This design comes from an exercise in tuning for small area on the open sky130 flow, not from production work. In this exercise RTL edits were held to simulation tests only and were not proved equivalent to the original. Power and IR drop assume default switching activity.

== lane 1 ==
Design sad_disparity_row, start of the top module:
module sad_disparity_row (
    input  logic        clk,
    input  logic        rst_n,
    input  logic [31:0] ix,
    input  logic [31:0] iy,
    input  logic [7:0]  a,
    input  logic [7:0]  b,
    output logic [31:0] ox,
    output logic [31:0] oy,
    output logic [3:0]  disp,
    output logic        disp_valid,
    output logic [10:0] cost
);
    localparam int MAXD = 16;
    localparam int WIN  = 5;
    localparam int BH   = MAXD + WIN;    
    localparam int AH   = WIN + 1;       
    logic active, row_start, vld_in;
    logic shift_en, hold_en;
    logic row_ok_q;
    logic [BH-1:0][7:0] bh_q;
    logic [AH-1:0][7:0] nah_q;           
    logic act1_q, start1_q;
    logic [MAXD-1:0][10:0] sum_q;
    logic [MAXD-1:0][10:0] sum_d;
    logic [10:0] min_sad;
    logic [3:0]  min_idx;
    logic [1:0][10:0] cost_p_q;
    logic [1:0][3:0]  disp_p_q;
    logic [5:0][31:0] ix_p_q;
    logic [5:0][31:0] iy_p_q;
    logic [5:0] v_p_q;
    logic [5:0] rv_p_q;
    assign active = (ix < 32'd640) && (iy < 32'd480);
    assign row_start = active && (ix == 32'd0);
  ...
clock: 6.0 ns
lec_check: 0
cap_margin: 20
core_margin: 2
core_utilization: 40
cts_buf_list: sky130_fd_sc_hd__clkbuf_8
cts_cluster_diameter: 60
cts_cluster_size: 18
setup_slack_margin: 0.05
slew_margin: 20
standard.sh (not shown) runs the stock make flow with config.mk's settings and CLKGATE_MAP_FILE= SYNTH_SCRIPT=/design/flow/synth_recipe.tcl, a recipe that flattens the netlist after the stock synthesis.
==> flow/flow/run.sh <==
#!/bin/bash
# Standard ORFS layout with three changes:
#  - synthesis uses flow/synth.tcl (the standard flow's script, ABC with flow/abc_area.script)
#  - flow/fapol.py then removes inverters around full adders (self-dual flips)
#  - port buffers are buf_1 cells
#  - clock tree: clkbuf_8 clusters of 16 sinks, no dummy loads
set -euo pipefail
HERE=$PWD
MK=$(sed -n 's/^\(make .*\) "\${@:-finish}"$/\1/p' standard.sh | sed "s#SYNTH_SCRIPT=[^ ]*#SYNTH_SCRIPT=$HERE/flow/synth.tcl#")
RES=$HERE/orfs/results/$FLOW_PLATFORM/sad_disparity_row/base
echo "$MK" > make_cmd.log
export MY_ABC_SCRIPT=$HERE/flow/abc_area.script
eval "$MK $RES/1_2_yosys.v" > synth.log 2>&1
cp $RES/1_2_yosys.v 1_2_yosys_orig.v
python3 flow/fapol.py 1_2_yosys_orig.v $RES/1_2_yosys.v > fapol.log 2>&1
CTS="-sink_clustering_enable -repair_clock_nets -buf_list sky130_fd_sc_hd__clkbuf_8 -sink_clustering_size 18 -sink_clustering_max_diameter 60 -dont_use_dummy_load"
eval "$MK BUFFER_PORTS_ARGS='-buffer_cell sky130_fd_sc_hd__buf_1' CTS_ARGS='$CTS' finish" > finish.log 2>&1
: # left out here: write the final layout as DEF
==> flow/flow/abc_area.script <==
&get -n
&st
&dch
&nf
&put
Other scripts of this flow, unchanged in this note and not shown: flow/flow/fapol.py, flow/flow/synth.tcl
Lane 1 has completed all stages; timing, DRC and antenna checks passed.
Setup changes, lane 1 to lane 2
- changing CTS_CLUSTER_SIZE from 18 to 16
-- flow/flow/run.sh --
<<< lane 1, line 15
python3 flow/fapol.py 1_2_yosys_orig.v $RES/1_2_yosys.v > fapol.log 2>&1
CTS="-sink_clustering_enable -repair_clock_nets -buf_list sky130_fd_sc_hd__clkbuf_8 -sink_clustering_size 18 -sink_clustering_max_diameter 60 -dont_use_dummy_load"
eval "$MK BUFFER_PORTS_ARGS='-buffer_cell sky130_fd_sc_hd__buf_1' CTS_ARGS='$CTS' finish" > finish.log 2>&1
>>> lane 2, line 15
python3 flow/fapol.py 1_2_yosys_orig.v $RES/1_2_yosys.v > fapol.log 2>&1
CTS="-sink_clustering_enable -repair_clock_nets -buf_list sky130_fd_sc_hd__clkbuf_8 -sink_clustering_size 16 -sink_clustering_max_diameter 60 -dont_use_dummy_load"
eval "$MK BUFFER_PORTS_ARGS='-buffer_cell sky130_fd_sc_hd__buf_1' CTS_ARGS='$CTS' finish" > finish.log 2>&1
==> flow/flow/abc_area.script <==
&get -n
&st
&syn2
&dch
&nf
&put
==> comparison <==
Delta (lane 2 minus lane 1): global-route usage now sits higher; well-tap cell count increased about 5%; total power shrank by 0.57 mW; wire length now larger. Against lane 1, lane 2 reports a final area that is higher. Diff lane 1 -> lane 2: final setup slack of the worst path went up by 0.011 ns, hold slack went up by 0.0072 ns.
--- input diff lane 2..lane 3 ---
==> flow/flow/abc_area.script <==
&get -n
&st
&dch
&nf
&put
## What came out
Lane 3 has clock transition time at the flip-flop clock pins of the worst setup and hold paths above what lane 2 had.
Die: lane 3 smaller than lane 2
A critical path startpoint of nah_q[40]$_DFF_P_ is what lane 3 shows, while nah_q[0]$_DFF_P_ belongs to lane 2.
Changes observed in lane 3 relative to lane 2: final standard cell utilization of the core level; top achievable clock speed moved down; tightest slew margin relative to the limit decreased 2.4 points.

---

## v16
sad_disparity_row, a different RTL version from the one above (not shown whole).
Size: roughly 3800 cells after synthesis, roughly 160 I/O pins, roughly 44000 um^2 of cells after synthesis.
export LEC_CHECK = 0
export CAP_MARGIN = 20
export CORE_MARGIN = 2
export CORE_UTILIZATION = 55
export CTS_BUF_LIST = sky130_fd_sc_hd__clkbuf_8
export CTS_CLUSTER_DIAMETER = 60
export CTS_CLUSTER_SIZE = 16
export PLACE_DENSITY = 0.7
export SETUP_SLACK_MARGIN = 0.05
export SLEW_MARGIN = 20
create_clock -name core_clock -period 6.0 [get_ports {clk}]
==> flow/flow/run.sh <==
#!/bin/bash
# Standard ORFS layout with three changes:
#  - synthesis uses flow/synth.tcl (the standard flow's script, ABC with flow/abc_area.script)
#  - flow/fapol.py then removes inverters around full adders (self-dual flips)
#  - port buffers are buf_1 cells
#  - clock tree: clkbuf_8 clusters of 16 sinks, no dummy loads
set -euo pipefail
HERE=$PWD
MK=$(sed -n 's/^\(make .*\) "\${@:-finish}"$/\1/p' standard.sh | sed "s#SYNTH_SCRIPT=[^ ]*#SYNTH_SCRIPT=$HERE/flow/synth.tcl#")
RES=$HERE/orfs/results/$FLOW_PLATFORM/sad_disparity_row/base
echo "$MK" > make_cmd.log
export MY_ABC_SCRIPT=$HERE/flow/abc_area.script
eval "$MK $RES/1_2_yosys.v" > synth.log 2>&1
cp $RES/1_2_yosys.v 1_2_yosys_orig.v
python3 flow/fapol.py 1_2_yosys_orig.v $RES/1_2_yosys.v > fapol.log 2>&1
CTS="-sink_clustering_enable -repair_clock_nets -buf_list sky130_fd_sc_hd__clkbuf_8 -sink_clustering_size 16 -sink_clustering_max_diameter 60 -dont_use_dummy_load"
eval "$MK BUFFER_PORTS_ARGS='-buffer_cell sky130_fd_sc_hd__buf_1' CTS_ARGS='$CTS' finish" > finish.log 2>&1
: # left out here: write the final layout as DEF
==> flow/flow/abc_area.script <==
&get -n
&st
&dch
&nf
&put
Other scripts of this flow, unchanged in this note and not shown: flow/flow/fapol.py, flow/flow/synth.tcl
v16 reached the end of the flow, and the finished layout is clean on the timing, design-rule and antenna checks.
Edits applied to the flow inputs when going from v16 to v37:
Settings: PLACE_DENSITY removed (was 0.7); CORE_UTILIZATION changed from 55 to 40.
-- flow/flow/run.sh --
<<< v16, line 5
#  - port buffers are buf_1 cells
#  - clock tree: clkbuf_8 clusters of 16 sinks, no dummy loads
set -euo pipefail
>>> v37, line 5
#  - port buffers are buf_1 cells
set -euo pipefail
<<< v16, line 15
python3 flow/fapol.py 1_2_yosys_orig.v $RES/1_2_yosys.v > fapol.log 2>&1
CTS="-sink_clustering_enable -repair_clock_nets -buf_list sky130_fd_sc_hd__clkbuf_8 -sink_clustering_size 16 -sink_clustering_max_diameter 60 -dont_use_dummy_load"
eval "$MK BUFFER_PORTS_ARGS='-buffer_cell sky130_fd_sc_hd__buf_1' CTS_ARGS='$CTS' finish" > finish.log 2>&1
: # left out here: write the final layout as DEF
>>> v37, line 14
python3 flow/fapol.py 1_2_yosys_orig.v $RES/1_2_yosys.v > fapol.log 2>&1
eval "$MK BUFFER_PORTS_ARGS='-buffer_cell sky130_fd_sc_hd__buf_1' finish" > finish.log 2>&1
: # left out here: write the final layout as DEF
==> flow/flow/abc_area.script <==
&get -n
&st
&dch
&nf
&put
buffer -c
topo
stime -c
upsize -c
dnsize -c
==> comparison <==
Overall routing resource usage was higher in v16 than in v37.
Of v37 and v16, the higher routed wire length belongs to v37.
v37 vs v16: endpoint required time on the critical path up in v37
Critical path arrival for v37: 0.22 ns up relative to v16
Period utilization was higher in the run labelled v37.
Going from v16 to v37, power now larger, critical path depth in cells now smaller, count of vias placed by the detailed router comparable.
What v23 does differently from v37 at the input level:
Settings: swapping 20 for 5 in CAP_MARGIN; swapping 20 for 5 in SLEW_MARGIN.
-- flow/flow/run.sh --
<<< v37, line 5
#  - port buffers are buf_1 cells
set -euo pipefail
>>> v23, line 5
#  - port buffers are buf_1 cells
#  - clock tree: clkbuf_8 clusters of 16 sinks, no dummy loads
set -euo pipefail
<<< v37, line 14
python3 flow/fapol.py 1_2_yosys_orig.v $RES/1_2_yosys.v > fapol.log 2>&1
eval "$MK BUFFER_PORTS_ARGS='-buffer_cell sky130_fd_sc_hd__buf_1' finish" > finish.log 2>&1
: # left out here: write the final layout as DEF
>>> v23, line 15
python3 flow/fapol.py 1_2_yosys_orig.v $RES/1_2_yosys.v > fapol.log 2>&1
CTS="-sink_clustering_enable -repair_clock_nets -buf_list sky130_fd_sc_hd__clkbuf_8 -sink_clustering_size 16 -sink_clustering_max_diameter 60 -dont_use_dummy_load"
eval "$MK BUFFER_PORTS_ARGS='-buffer_cell sky130_fd_sc_hd__buf_1' CTS_ARGS='$CTS' finish" > finish.log 2>&1
: # left out here: write the final layout as DEF
==> flow/flow/abc_area.script <==
&get -n
&st
&dch
&nf
&put
### Flow results
- As of v23, reported clock group power had fallen by more than 10% compared to v37.
- Both conditions hold for v23: the flow ran to the end and the final layout passed the timing, design-rule and antenna checks.
- v37 → v23: switching share of power went down by 3.3 points, total power consumption of the routed design now smaller.
Modified inputs, v49 compared to v23
Settings: CAP_MARGIN changed from 5 to 20; SLEW_MARGIN changed from 5 to 20; CTS_BUF_LIST changed from sky130_fd_sc_hd__clkbuf_8 to sky130_fd_sc_hd__clkbuf_16; CTS_CLUSTER_SIZE changed from 16 to 30.
-- flow/flow/run.sh --
<<< v23, line 15
python3 flow/fapol.py 1_2_yosys_orig.v $RES/1_2_yosys.v > fapol.log 2>&1
CTS="-sink_clustering_enable -repair_clock_nets -buf_list sky130_fd_sc_hd__clkbuf_8 -sink_clustering_size 16 -sink_clustering_max_diameter 60 -dont_use_dummy_load"
eval "$MK BUFFER_PORTS_ARGS='-buffer_cell sky130_fd_sc_hd__buf_1' CTS_ARGS='$CTS' finish" > finish.log 2>&1
>>> v49, line 15
python3 flow/fapol.py 1_2_yosys_orig.v $RES/1_2_yosys.v > fapol.log 2>&1
CTS="-sink_clustering_enable -repair_clock_nets -buf_list sky130_fd_sc_hd__clkbuf_16 -sink_clustering_size 30 -sink_clustering_max_diameter 60 -dont_use_dummy_load"
eval "$MK BUFFER_PORTS_ARGS='-buffer_cell sky130_fd_sc_hd__buf_1' CTS_ARGS='$CTS' finish" > finish.log 2>&1
v49 and v23 ended up with roughly the same longest individual stage delay on the worst path.
Taking v23 as the reference point, the post-cts repair resize count of v49 falls by 1.
On routed wire length, v49 and v23 are neck and neck.
On fraction of cell area in non-clock buffers, v23 tracks v49 almost exactly.
Going from v23 to v49, power share of the sequential group shrinks by 6.7 points.
Changes observed in v49 relative to v23: total power density per cell area went up by about 10%, peak fanout along the critical path has decreased, global-route wire length before repair flat.
From v23 to v49 the numbers moved as follows: power went up by about 12%; flop-to-flop setup slack higher; first-iteration DRC count now larger.

## separate check: timing with driven ports
Ports are ideal in the flow. The routed layouts listed here were re-timed in OpenROAD.
Step 1 assumes that a clkbuf_16 drives the clock port and a buf_2 every other input.
Step 2 adds t to the input delays and takes it off the output delays; t is the mean of the earliest and latest rising clock arrival at the registers after step 1. Input paths then give back, and output paths get back, about the clock's delay inside the block.
Three values: ideal, step 1, step 2; two values: the first two.
run | t, ns | setup WS [ns] | hold WS [ns] | worst setup path after step 2 | latest minus earliest clock arrival (ns)
lane 1 | 0.803 | 0.229 / 0.229 / 0.229 | 0.266 / 0.266 / 0.266 | register to register | 0.101 / 0.101
lane 2 | 0.774 | 0.240 / 0.240 / 0.240 | 0.273 / 0.273 / 0.273 | register to register | 0.153 / 0.154
lane 3 | 0.811 | 0.203 / 0.203 / 0.203 | 0.268 / 0.268 / 0.268 | register to register | 0.125 / 0.126
v16 | 0.749 | 0.228 / 0.228 / 0.228 | 0.252 / 0.252 / 0.252 | register to register | 0.112 / 0.112
v37 | 0.851 | 0.178 / 0.178 / 0.178 | 0.314 / 0.314 / 0.314 | register to register | 0.067 / 0.068
v23 | 0.783 | 0.220 / 0.220 / 0.220 | 0.260 / 0.260 / 0.260 | register to register | 0.128 / 0.128
v49 | 0.698 | 0.242 / 0.242 / 0.242 | 0.285 / 0.285 / 0.285 | register to register | 0.094 / 0.094
After both steps every run listed still meets setup and hold.
